What follows belongs to an exercise in optimizing a design on an open flow for small area; a production flow would make more cautious choices.
Where RTL was checked, it was by simulation tests only, not by an equivalence proof against the original.
Power figures rest on the tool's default switching activity, not on a simulated workload.

== red ==
## memory_system
module memory_system (
  input  logic         Clk,
  input  logic         Reset,
  input  logic [7:0]   address,
  input  logic [7:0]   data_in,
  input  logic         write,
  output logic [7:0]   from_memory,
  input  logic [127:0] port_in,
  output logic [127:0] port_out,
  input  logic         ld_start,
  input  logic         ld_valid,
  input  logic [7:0]   ld_data,
  input  logic         ld_last,
  output logic         ld_ready,
  output logic         ld_done,
  output logic         cpu_hold
);
  logic [7:0]   rom [128];
  logic [7:0]   ram [96];
  logic [127:0] port_out_q;
  logic [127:0] sync0, sync1;
  logic [1:0]   sync_ok;
  logic         s_load, s_done;
  logic [6:0]   ld_ptr;
  logic         rom_wr;
  assign port_out = port_out_q;
  assign ld_ready = s_load;
  assign ld_done  = s_done;
  assign cpu_hold = s_load | s_done;
  assign rom_wr   = s_load & ld_valid;
  logic [7:0] bytes [256];
  always_comb begin
    for (int i = 0; i < 128; i++) bytes[i]       = rom[i];
    for (int i = 0; i < 96; i++)  bytes[128 + i] = ram[i];
    for (int i = 0; i < 16; i++)  bytes[224 + i] = port_out_q[8*i +: 8];
    for (int i = 0; i < 16; i++)  bytes[240 + i] = sync1[8*i +: 8] & {8{sync_ok[1]}};
  end
  logic [7:0] rd_data;
  logic [15:0] lo_sel, hi_sel;
  logic [7:0] grp [16];
  always_comb begin
  ...
Size in the first run: ~4600 cells after synthesis, ~2200 flip-flops, ~79000 µm² of cells after synthesis.
clock: 5.0 ns
lec_check: 0
cap_margin: 20
core_margin: 2
core_utilization: 40
cts_buf_list: sky130_fd_sc_hd__clkbuf_8
slew_margin: 20
run.sh (not shown) runs the stock make flow with config.mk's settings and CLKGATE_MAP_FILE= SYNTH_SCRIPT=/design/flow/synth_recipe.tcl, a recipe that flattens the netlist after the stock synthesis.
red | status: complete | timing, DRC, antenna: pass
What blue does differently from red at the input level:
- a change of CTS_BUF_LIST from sky130_fd_sc_hd__clkbuf_8 to sky130_fd_sc_hd__clkbuf_4
There was hardly any difference in number of resized instances in the post-cts repair step between red and blue. Fraction of power consumed by the clock network: blue vs red up 0.5 points. Compared with red, blue shows sequential share of layout area lower by 0.78 points. The weighted congestion at the end of routability-driven global placement was comparable across blue and red. The area of the die was comparable across blue and red. Diff red -> blue: total wire length after detailed routing went up; cell area rose about 1.2%; final net count went up; normalized max-slew margin +3.5 points. blue: area growth from synthesis to layout higher than red. Between red and blue, the flow reports first-pass GRT wire length increasing slightly.
No run of this note included a check of the RTL's function; only the layout flow was run.


== lane 1 ==
The RTL this note starts from:
==> flow/design.v <==
module memory_system (
  input  logic         Clk,
  input  logic         Reset,
  input  logic [7:0]   address,
  input  logic [7:0]   data_in,
  input  logic         write,
  output logic [7:0]   from_memory,
  input  logic [127:0] port_in,
  output logic [127:0] port_out,
  input  logic         ld_start,
  input  logic         ld_valid,
  input  logic [7:0]   ld_data,
  input  logic         ld_last,
  output logic         ld_ready,
  output logic         ld_done,
  output logic         cpu_hold
);
  logic [7:0]   rom [128];
  logic [7:0]   ram [96];
  logic [127:0] port_out_q;
  logic [127:0] sync0, sync1;
  logic [1:0]   sync_ok;
  logic         s_load, s_done;
  logic [6:0]   ld_ptr;
  logic         rom_wr;
  assign port_out = port_out_q;
  assign ld_ready = s_load;
  assign ld_done  = s_done;
  assign cpu_hold = s_load | s_done;
  assign rom_wr   = s_load & ld_valid;
  logic [7:0] bytes [256];
  always_comb begin
    for (int i = 0; i < 128; i++) bytes[i]       = rom[i];
    for (int i = 0; i < 96; i++)  bytes[128 + i] = ram[i];
    for (int i = 0; i < 16; i++)  bytes[224 + i] = port_out_q[8*i +: 8];
    for (int i = 0; i < 16; i++)  bytes[240 + i] = sync1[8*i +: 8];
  end
  logic [7:0]  rd_data;
  logic [15:0] lo_sel, hi_sel, hi_sel_n;
  always_comb begin
    for (int i = 0; i < 16; i++) begin
      lo_sel[i] = address[3:0] == 4'(i);
      hi_sel[i] = address[7:4] == 4'(i);
    end
    hi_sel[15] = hi_sel[15] & sync_ok[1];
    hi_sel_n   = ~hi_sel;
  end
  logic [15:0] grp_n [8];
  for (genvar b = 0; b < 8; b++) begin : g_rdbit
    for (genvar g = 0; g < 16; g++) begin : g_rdgrp
      logic [15:0] d;
      for (genvar i = 0; i < 16; i++) begin : g_d
        assign d[i] = bytes[16*g + i][b];
      end
      memsys_rdgroup u_g (.sel(lo_sel), .d(d), .hsel_n(hi_sel_n[g]), .y_n(grp_n[b][g]));
    end
    assign rd_data[b] = ~&grp_n[b];
  end
  logic [127:0] rom_en, rom_en_n;
  logic [95:0]  ram_en, ram_en_n;
  logic [15:0]  out_en, out_en_n;
  always_comb begin
    for (int i = 0; i < 128; i++) begin
      rom_en[i]   = rom_wr && ld_ptr == 7'(i);
      rom_en_n[i] = !rom_en[i];
    end
    for (int i = 0; i < 96; i++) begin
      ram_en[i]   = write && hi_sel[8 + i/16] && lo_sel[i%16];
      ram_en_n[i] = !ram_en[i];
    end
    for (int i = 0; i < 16; i++) begin
      out_en[i]   = write && hi_sel[14] && lo_sel[i];
      out_en_n[i] = !out_en[i];
    end
  end
  for (genvar i = 0; i < 128; i++) begin : g_rom
    memsys_byte u_b (.Clk(Clk), .d(ld_data), .en(rom_en[i]), .en_n(rom_en_n[i]), .q(rom[i]));
  end
  for (genvar i = 0; i < 96; i++) begin : g_ram
    memsys_byte u_b (.Clk(Clk), .d(data_in), .en(ram_en[i]), .en_n(ram_en_n[i]), .q(ram[i]));
  end
  for (genvar i = 0; i < 16; i++) begin : g_out
    memsys_byte_r u_b (.Clk(Clk), .Reset(Reset), .d(data_in), .en(out_en[i]), .en_n(out_en_n[i]),
                       .q(port_out_q[8*i +: 8]));
  end
  always_ff @(posedge Clk or negedge Reset) begin
    if (!Reset) begin
      from_memory <= 8'h00;
      sync_ok     <= 2'b00;
      s_load      <= 1'b0;
      s_done      <= 1'b0;
    end else begin
      from_memory <= rd_data;
      sync_ok <= {sync_ok[0], 1'b1};
      s_load  <= s_load ? !(ld_valid && (ld_last || ld_ptr == 7'd127)) : (!s_done && ld_start);
      s_done  <= s_load && ld_valid && (ld_last || ld_ptr == 7'd127);
    end
  end
  always_ff @(posedge Clk) begin
    sync0 <= port_in;
    sync1 <= sync0;
    ld_ptr <= s_load ? ld_ptr + 7'(ld_valid) : 7'd0;
  end
endmodule
module memsys_byte (
  input  logic       Clk,
  input  logic [7:0] d,
  input  logic       en,
  input  logic       en_n,
  output logic [7:0] q
);
  always_ff @(posedge Clk) begin
    q <= (q & {8{en_n}}) | (d & {8{en}});
  end
endmodule
module memsys_byte_r (
  input  logic       Clk,
  input  logic       Reset,
  input  logic [7:0] d,
  input  logic       en,
  input  logic       en_n,
  output logic [7:0] q
);
  always_ff @(posedge Clk or negedge Reset) begin
    if (!Reset) q <= 8'h00;
    else        q <= (q & {8{en_n}}) | (d & {8{en}});
  end
endmodule
module memsys_rdgroup (
  input  logic [15:0] sel,
  input  logic [15:0] d,
  input  logic        hsel_n,
  output logic        y_n
);
  logic [5:0] t_n;
  for (genvar k = 0; k < 5; k++) begin : g_aoi
    memsys_aoi222 u_a (.a(sel[3*k +: 3]), .b(d[3*k +: 3]), .y(t_n[k]));
  end
  assign t_n[5] = ~(sel[15] & d[15]);
  assign y_n    = ~(~&t_n & ~hsel_n);
endmodule
module memsys_aoi222 (
  input  logic [2:0] a,
  input  logic [2:0] b,
  output logic       y
);
  assign y = ~((a[0] & b[0]) | (a[1] & b[1]) | (a[2] & b[2]));
endmodule
Settings: LEC_CHECK=0, CAP_MARGIN=20, CORE_MARGIN=2, CORE_UTILIZATION=60, PLACE_DENSITY=0.72, SLEW_MARGIN=20, SYNTH_HIERARCHICAL=1; clock period 5.0 ns.
standard.sh (not shown) runs the stock make flow with config.mk's settings and CLKGATE_MAP_FILE= SYNTH_SCRIPT=/design/flow/synth_recipe.tcl, a recipe that flattens the netlist after the stock synthesis.
==> flow/flow/run.sh <==
#!/bin/bash
# Own layout flow: the standard ORFS flow with smaller port buffers and a
# leaner clock tree (larger sink clusters, no dummy loads). Synthesis is the
# standard one, unchanged.
set -euo pipefail
CTS="-sink_clustering_enable -repair_clock_nets -dont_use_dummy_load"
CTS="$CTS -sink_clustering_size 20 -sink_clustering_max_diameter 50"
CTS="$CTS -buf_list sky130_fd_sc_hd__clkbuf_8"
bash standard.sh \
  "BUFFER_PORTS_ARGS=-buffer_cell sky130_fd_sc_hd__buf_1" \
  "CTS_ARGS=$CTS" \
  MATCH_CELL_FOOTPRINT=0 \
  finish > standard_flow.log 2>&1
Every stage of the flow completed for lane 1, and the final layout passed the timing, design-rule and antenna checks.
Relative to lane 1, the following input files were edited for lane 2:
--- a/flow/flow/run.sh
+++ b/flow/flow/run.sh
@@ -5,6 +5,6 @@
 set -euo pipefail
 CTS="-sink_clustering_enable -repair_clock_nets -dont_use_dummy_load"
-CTS="$CTS -sink_clustering_size 20 -sink_clustering_max_diameter 50"
-CTS="$CTS -buf_list sky130_fd_sc_hd__clkbuf_8"
+CTS="$CTS -sink_clustering_size 28 -sink_clustering_max_diameter 80"
+CTS="$CTS -buf_list sky130_fd_sc_hd__clkbuf_16"
 bash standard.sh \
   "BUFFER_PORTS_ARGS=-buffer_cell sky130_fd_sc_hd__buf_1" \
--- a/flow/config.mk
+++ b/flow/config.mk
@@ -8,6 +8,5 @@
 export CAP_MARGIN = 20
 export CORE_MARGIN = 2
-export CORE_UTILIZATION = 60
-export PLACE_DENSITY = 0.72
+export CORE_UTILIZATION = 40
 export SLEW_MARGIN = 20
 export SYNTH_HIERARCHICAL = 1
==> results.txt <==
- Worst setup path startpoint: address[2] -> lane 1, address[0] -> lane 2
- Hold slack was lower in the run labelled lane 1.
- Looking only at routability-driven placement congestion ratio, and setting everything else aside, the higher value of lane 1 and lane 2 goes to lane 1.
- The area share of buffers outside the clock network was comparable across lane 1 and lane 2.
- Going from lane 1 to lane 2, the time the final worst path needs with I/O delays and setup was found to have gone up by 0.30 ns.
- Total power consumption of the routed design, lane 1 and lane 2: lower on lane 1
- Fraction of area in registers, lane 1 and lane 2: higher on lane 1
- Compared with lane 1, in lane 2 fraction of power consumed by the clock network now sits higher, fraction of final layout cells with drive strength greater than 1 now sits lower, detailed-route via count now sits lower, die area now sits higher.
- Setup slack in lane 2 is smaller than in lane 1.
diff inputs: lane 2 => lane 3
--- a/flow/flow/run.sh
+++ b/flow/flow/run.sh
@@ -5,6 +5,6 @@
 set -euo pipefail
 CTS="-sink_clustering_enable -repair_clock_nets -dont_use_dummy_load"
-CTS="$CTS -sink_clustering_size 28 -sink_clustering_max_diameter 80"
-CTS="$CTS -buf_list sky130_fd_sc_hd__clkbuf_16"
+CTS="$CTS -sink_clustering_size 16 -sink_clustering_max_diameter 60"
+CTS="$CTS -buf_list sky130_fd_sc_hd__clkbuf_8"
 bash standard.sh \
   "BUFFER_PORTS_ARGS=-buffer_cell sky130_fd_sc_hd__buf_1" \
--- a/flow/config.mk
+++ b/flow/config.mk
@@ -8,5 +8,6 @@
 export CAP_MARGIN = 20
 export CORE_MARGIN = 2
-export CORE_UTILIZATION = 40
+export CORE_UTILIZATION = 60
+export PLACE_DENSITY = 0.72
 export SLEW_MARGIN = 20
 export SYNTH_HIERARCHICAL = 1
==> comparison <==
Final cell count without fillers (lane 3 vs. lane 2) decreases by a little under 10%
Lane 2 -> lane 3: sequential element share of the synthesized area delta 0, exact match
Diff lane 2 -> lane 3: share of post-route cells with drive strength above 1 rose by 0.24 points; floorplan die area fell by about 33%; count of plain and timing-repair buffers fell by about 8%; overall routed net length fell by about 10%.
The met3 wire length in lane 2 is 0.857 times that in lane 3.
Against lane 2, lane 3 comes in 0.14 ns lower on hold slack.
Wire length of the first global-routing pass (lane 3 / lane 2): 0.927
Lane 3 consumes less power than lane 2 does.
Here is what was changed in the inputs of lane 4 compared with lane 3.
--- a/flow/flow/run.sh
+++ b/flow/flow/run.sh
@@ -5,9 +5,8 @@
 set -euo pipefail
 CTS="-sink_clustering_enable -repair_clock_nets -dont_use_dummy_load"
-CTS="$CTS -sink_clustering_size 16 -sink_clustering_max_diameter 60"
-CTS="$CTS -buf_list sky130_fd_sc_hd__clkbuf_8"
+CTS="$CTS -sink_clustering_size 10 -sink_clustering_max_diameter 45"
+CTS="$CTS -buf_list sky130_fd_sc_hd__clkbuf_4"
 bash standard.sh \
   "BUFFER_PORTS_ARGS=-buffer_cell sky130_fd_sc_hd__buf_1" \
   "CTS_ARGS=$CTS" \
-  MATCH_CELL_FOOTPRINT=0 \
   finish > standard_flow.log 2>&1
--- a/flow/config.mk
+++ b/flow/config.mk
@@ -8,6 +8,5 @@
 export CAP_MARGIN = 20
 export CORE_MARGIN = 2
-export CORE_UTILIZATION = 60
-export PLACE_DENSITY = 0.72
+export CORE_UTILIZATION = 40
 export SLEW_MARGIN = 20
 export SYNTH_HIERARCHICAL = 1
==> comparison <==
- Relative to lane 3, placed cell count has gone up in lane 4.
- Going from lane 3 to lane 4, detailed route wirelength on metal2 grows by 19%.
- | part of the power in the clock network | lower: lane 3 |


Starts from the design.v that is shown in full above.
export LEC_CHECK = 0
export CAP_MARGIN = 20
export CORE_MARGIN = 2
export CORE_UTILIZATION = 40
export SLEW_MARGIN = 20
export SYNTH_HIERARCHICAL = 1
create_clock -name core_clock -period 5.0 [get_ports {Clk}]
==> flow/flow/run.sh <==
#!/bin/bash
# Own layout flow: the standard ORFS flow with smaller port buffers and a
# leaner clock tree (larger sink clusters, no dummy loads). Synthesis is the
# standard one, unchanged.
set -euo pipefail
CTS="-sink_clustering_enable -repair_clock_nets -dont_use_dummy_load"
CTS="$CTS -sink_clustering_size 16 -sink_clustering_max_diameter 60"
CTS="$CTS -buf_list sky130_fd_sc_hd__clkbuf_8"
bash standard.sh \
  "BUFFER_PORTS_ARGS=-buffer_cell sky130_fd_sc_hd__buf_1" \
  "CTS_ARGS=$CTS" \
  MATCH_CELL_FOOTPRINT=0 \
  finish > standard_flow.log 2>&1
The starting point passed the timing, design-rule and antenna checks.
Next try:
Settings changed: CAP_MARGIN 20 to 0, CORE_UTILIZATION 40 to 60, PLACE_DENSITY from default to 0.72, SLEW_MARGIN 20 to 0.
After rerunning:
- The changed run finished with timing, DRC and antenna clean
- die area came out lower by about 33%
- first-iteration DRC count came out higher by 12%
- combinational power came out lower by about 2%
- setup slack improves by 0.11 ns
- global-route usage came out higher by 9.6 points
- via count stays flat
Next try:
--- a/flow/flow/run.sh
+++ b/flow/flow/run.sh
@@ -11,3 +11,2 @@
   "CTS_ARGS=$CTS" \
-  MATCH_CELL_FOOTPRINT=0 \
   finish > standard_flow.log 2>&1
Settings changed: CAP_MARGIN 0 to 20, CORE_UTILIZATION 60 to 40, PLACE_DENSITY 0.72 to default, SLEW_MARGIN 0 to 20.
Effect: The changed run went through all stages and came out clean; hold slack gets worse by 0.075 ns; sequential share of layout area is lower by 1.0 points; global-route usage falls by 9.5 points; final cell count rises by roughly a tenth; synthesized area does not change; critical path depth falls by 1; combinational power rises by a few percent; sequential power hardly moves; clock power goes up by a few percent; fmax rises slightly; die area is higher by well over a third.
Next try:
--- a/flow/flow/run.sh
+++ b/flow/flow/run.sh
@@ -11,2 +11,3 @@
   "CTS_ARGS=$CTS" \
+  REMOVE_ABC_BUFFERS=1 GPL_TIMING_DRIVEN=0 \
   finish > standard_flow.log 2>&1
Settings changed: CORE_UTILIZATION 40 to 60, PLACE_DENSITY from default to 0.72.
After rerunning:
- The changed run reached the layout checks and failed them: setup timing
- power went down by 0.85%
- die area went down by 33%
- non-clock buffer count went down by 76


Setup of north:
Another version of the RTL of memory_system (not shown whole).
Size in the first run: about 7000 cells after synthesis, about 2200 flip-flops, ~300 I/O pins.
clock: 5.0 ns
lec_check: 0
cap_margin: 20
core_margin: 2
core_utilization: 40
slew_margin: 20
synth_hierarchical: 1
==> flow/flow/run.sh <==
#!/bin/bash
# Own layout flow: the standard ORFS flow (standard synthesis unchanged) with
# smaller port buffers, a leaner clock tree (larger sink clusters, no dummy
# loads), Yosys/ABC buffers removed at floorplan, and wirelength-driven global
# placement, leaving buffering to repair_design.
set -euo pipefail
CTS="-sink_clustering_enable -repair_clock_nets -dont_use_dummy_load"
CTS="$CTS -sink_clustering_size 16 -sink_clustering_max_diameter 60"
CTS="$CTS -buf_list sky130_fd_sc_hd__clkbuf_8"
bash standard.sh \
  "BUFFER_PORTS_ARGS=-buffer_cell sky130_fd_sc_hd__buf_1" \
  "CTS_ARGS=$CTS" \
  REMOVE_ABC_BUFFERS=1 GPL_TIMING_DRIVEN=0 MATCH_CELL_FOOTPRINT=0 \
  finish > standard_flow.log 2>&1
north: all stages complete, timing, DRC and antenna checks passed
Changes in south relative to north:
==> flow/flow/run.sh <==
#!/bin/bash
# Own layout flow: the standard ORFS flow with smaller port buffers and a
# leaner clock tree (larger sink clusters, no dummy loads). Synthesis is the
# standard one, unchanged.
set -euo pipefail
CTS="-sink_clustering_enable -repair_clock_nets -dont_use_dummy_load"
CTS="$CTS -sink_clustering_size 16 -sink_clustering_max_diameter 60"
CTS="$CTS -buf_list sky130_fd_sc_hd__clkbuf_8"
bash standard.sh \
  "BUFFER_PORTS_ARGS=-buffer_cell sky130_fd_sc_hd__buf_1" \
  "CTS_ARGS=$CTS" \
  finish > standard_flow.log 2>&1
Status: max-capacitance violation count parity (south, north). Min number of buffers created by CTS across north and south: south. Min placement-stage worst setup slack across north and south: north. south ends up with a sequential fraction of total cell area that is 1.1 points higher than in north. Comparing north and south, the higher global-route usage was measured on south.
No run of this note included a check of the RTL's function; only the layout flow was run.

[port drivers added, routing unchanged]
In the flow no input, the clock included, has a driving cell. The finished layouts below were timed again as built, in two steps.
Step 1, drivers: a clkbuf_16 drives Clk and a buf_2 each remaining input, both assumed.
Step 2 moves the port delays by t, midway between the first and last clock arrival at a register: inputs arrive t later, outputs are due t later. That takes back most of the time a late clock gives input paths.
Three values: ideal, step 1, step 2; two values: the first two.
| run | t (ns) | slack for setup (ns) | hold WS [ns] | worst setup path after step 2 | worst register clock-pin slew, ns |
|---|---|---|---|---|---|
| red | 1.132 | 0.927 / 0.966 / -0.166 | 0.015 / -0.024 / 0.300 | input to register | 0.07 / 0.07 |
| blue | 1.443 | 1.137 / 1.183 / -0.260 | 0.126 / 0.062 / 0.281 | input to register | 0.08 / 0.08 |
| lane 1 | 0.994 | 1.197 / 1.247 / 0.253 | 0.133 / 0.078 / 0.307 | input to register | 0.12 / 0.12 |
| lane 2 | 0.849 | 0.894 / 0.946 / 0.098 | 0.277 / 0.217 / 0.281 | input to register | 0.11 / 0.11 |
| lane 3 | 0.976 | 1.257 / 1.308 / 0.332 | 0.141 / 0.085 / 0.300 | input to register | 0.11 / 0.11 |
| lane 4 | 1.399 | 1.272 / 1.194 / 0.350 | 0.090 / 0.070 / 0.261 | input to register | 0.12 / 0.12 |
| the first run of note 3 | 1.028 | 1.077 / 1.123 / 0.096 | 0.114 / 0.057 / 0.247 | input to register | 0.11 / 0.11 |
| the second run of note 3 | 0.971 | 1.184 / 1.228 / 0.257 | 0.134 / 0.082 / 0.313 | input to register | 0.11 / 0.11 |
| the third run of note 3 | 1.026 | 1.246 / 1.298 / 0.273 | 0.059 / 0.010 / 0.288 | input to register | 0.11 / 0.11 |
| the fourth run of note 3 | 0.985 | -0.124 / -0.113 / -1.098 | 0.126 / 0.074 / 0.326 | input to register | 0.11 / 0.11 |
| north | 1.014 | 0.486 / 0.530 / -0.484 | 0.103 / 0.047 / 0.274 | input to register | 0.11 / 0.11 |
| south | 1.020 | 0.626 / 0.692 / -0.328 | 0.104 / 0.042 / 0.288 | input to register | 0.11 / 0.11 |
Met with ideal ports but missed after step 2: setup timing in red, blue, north and south. For blue, which loses most, drivers alone change the setup slack by +0.046 ns; drivers and shift together by -1.397 ns.
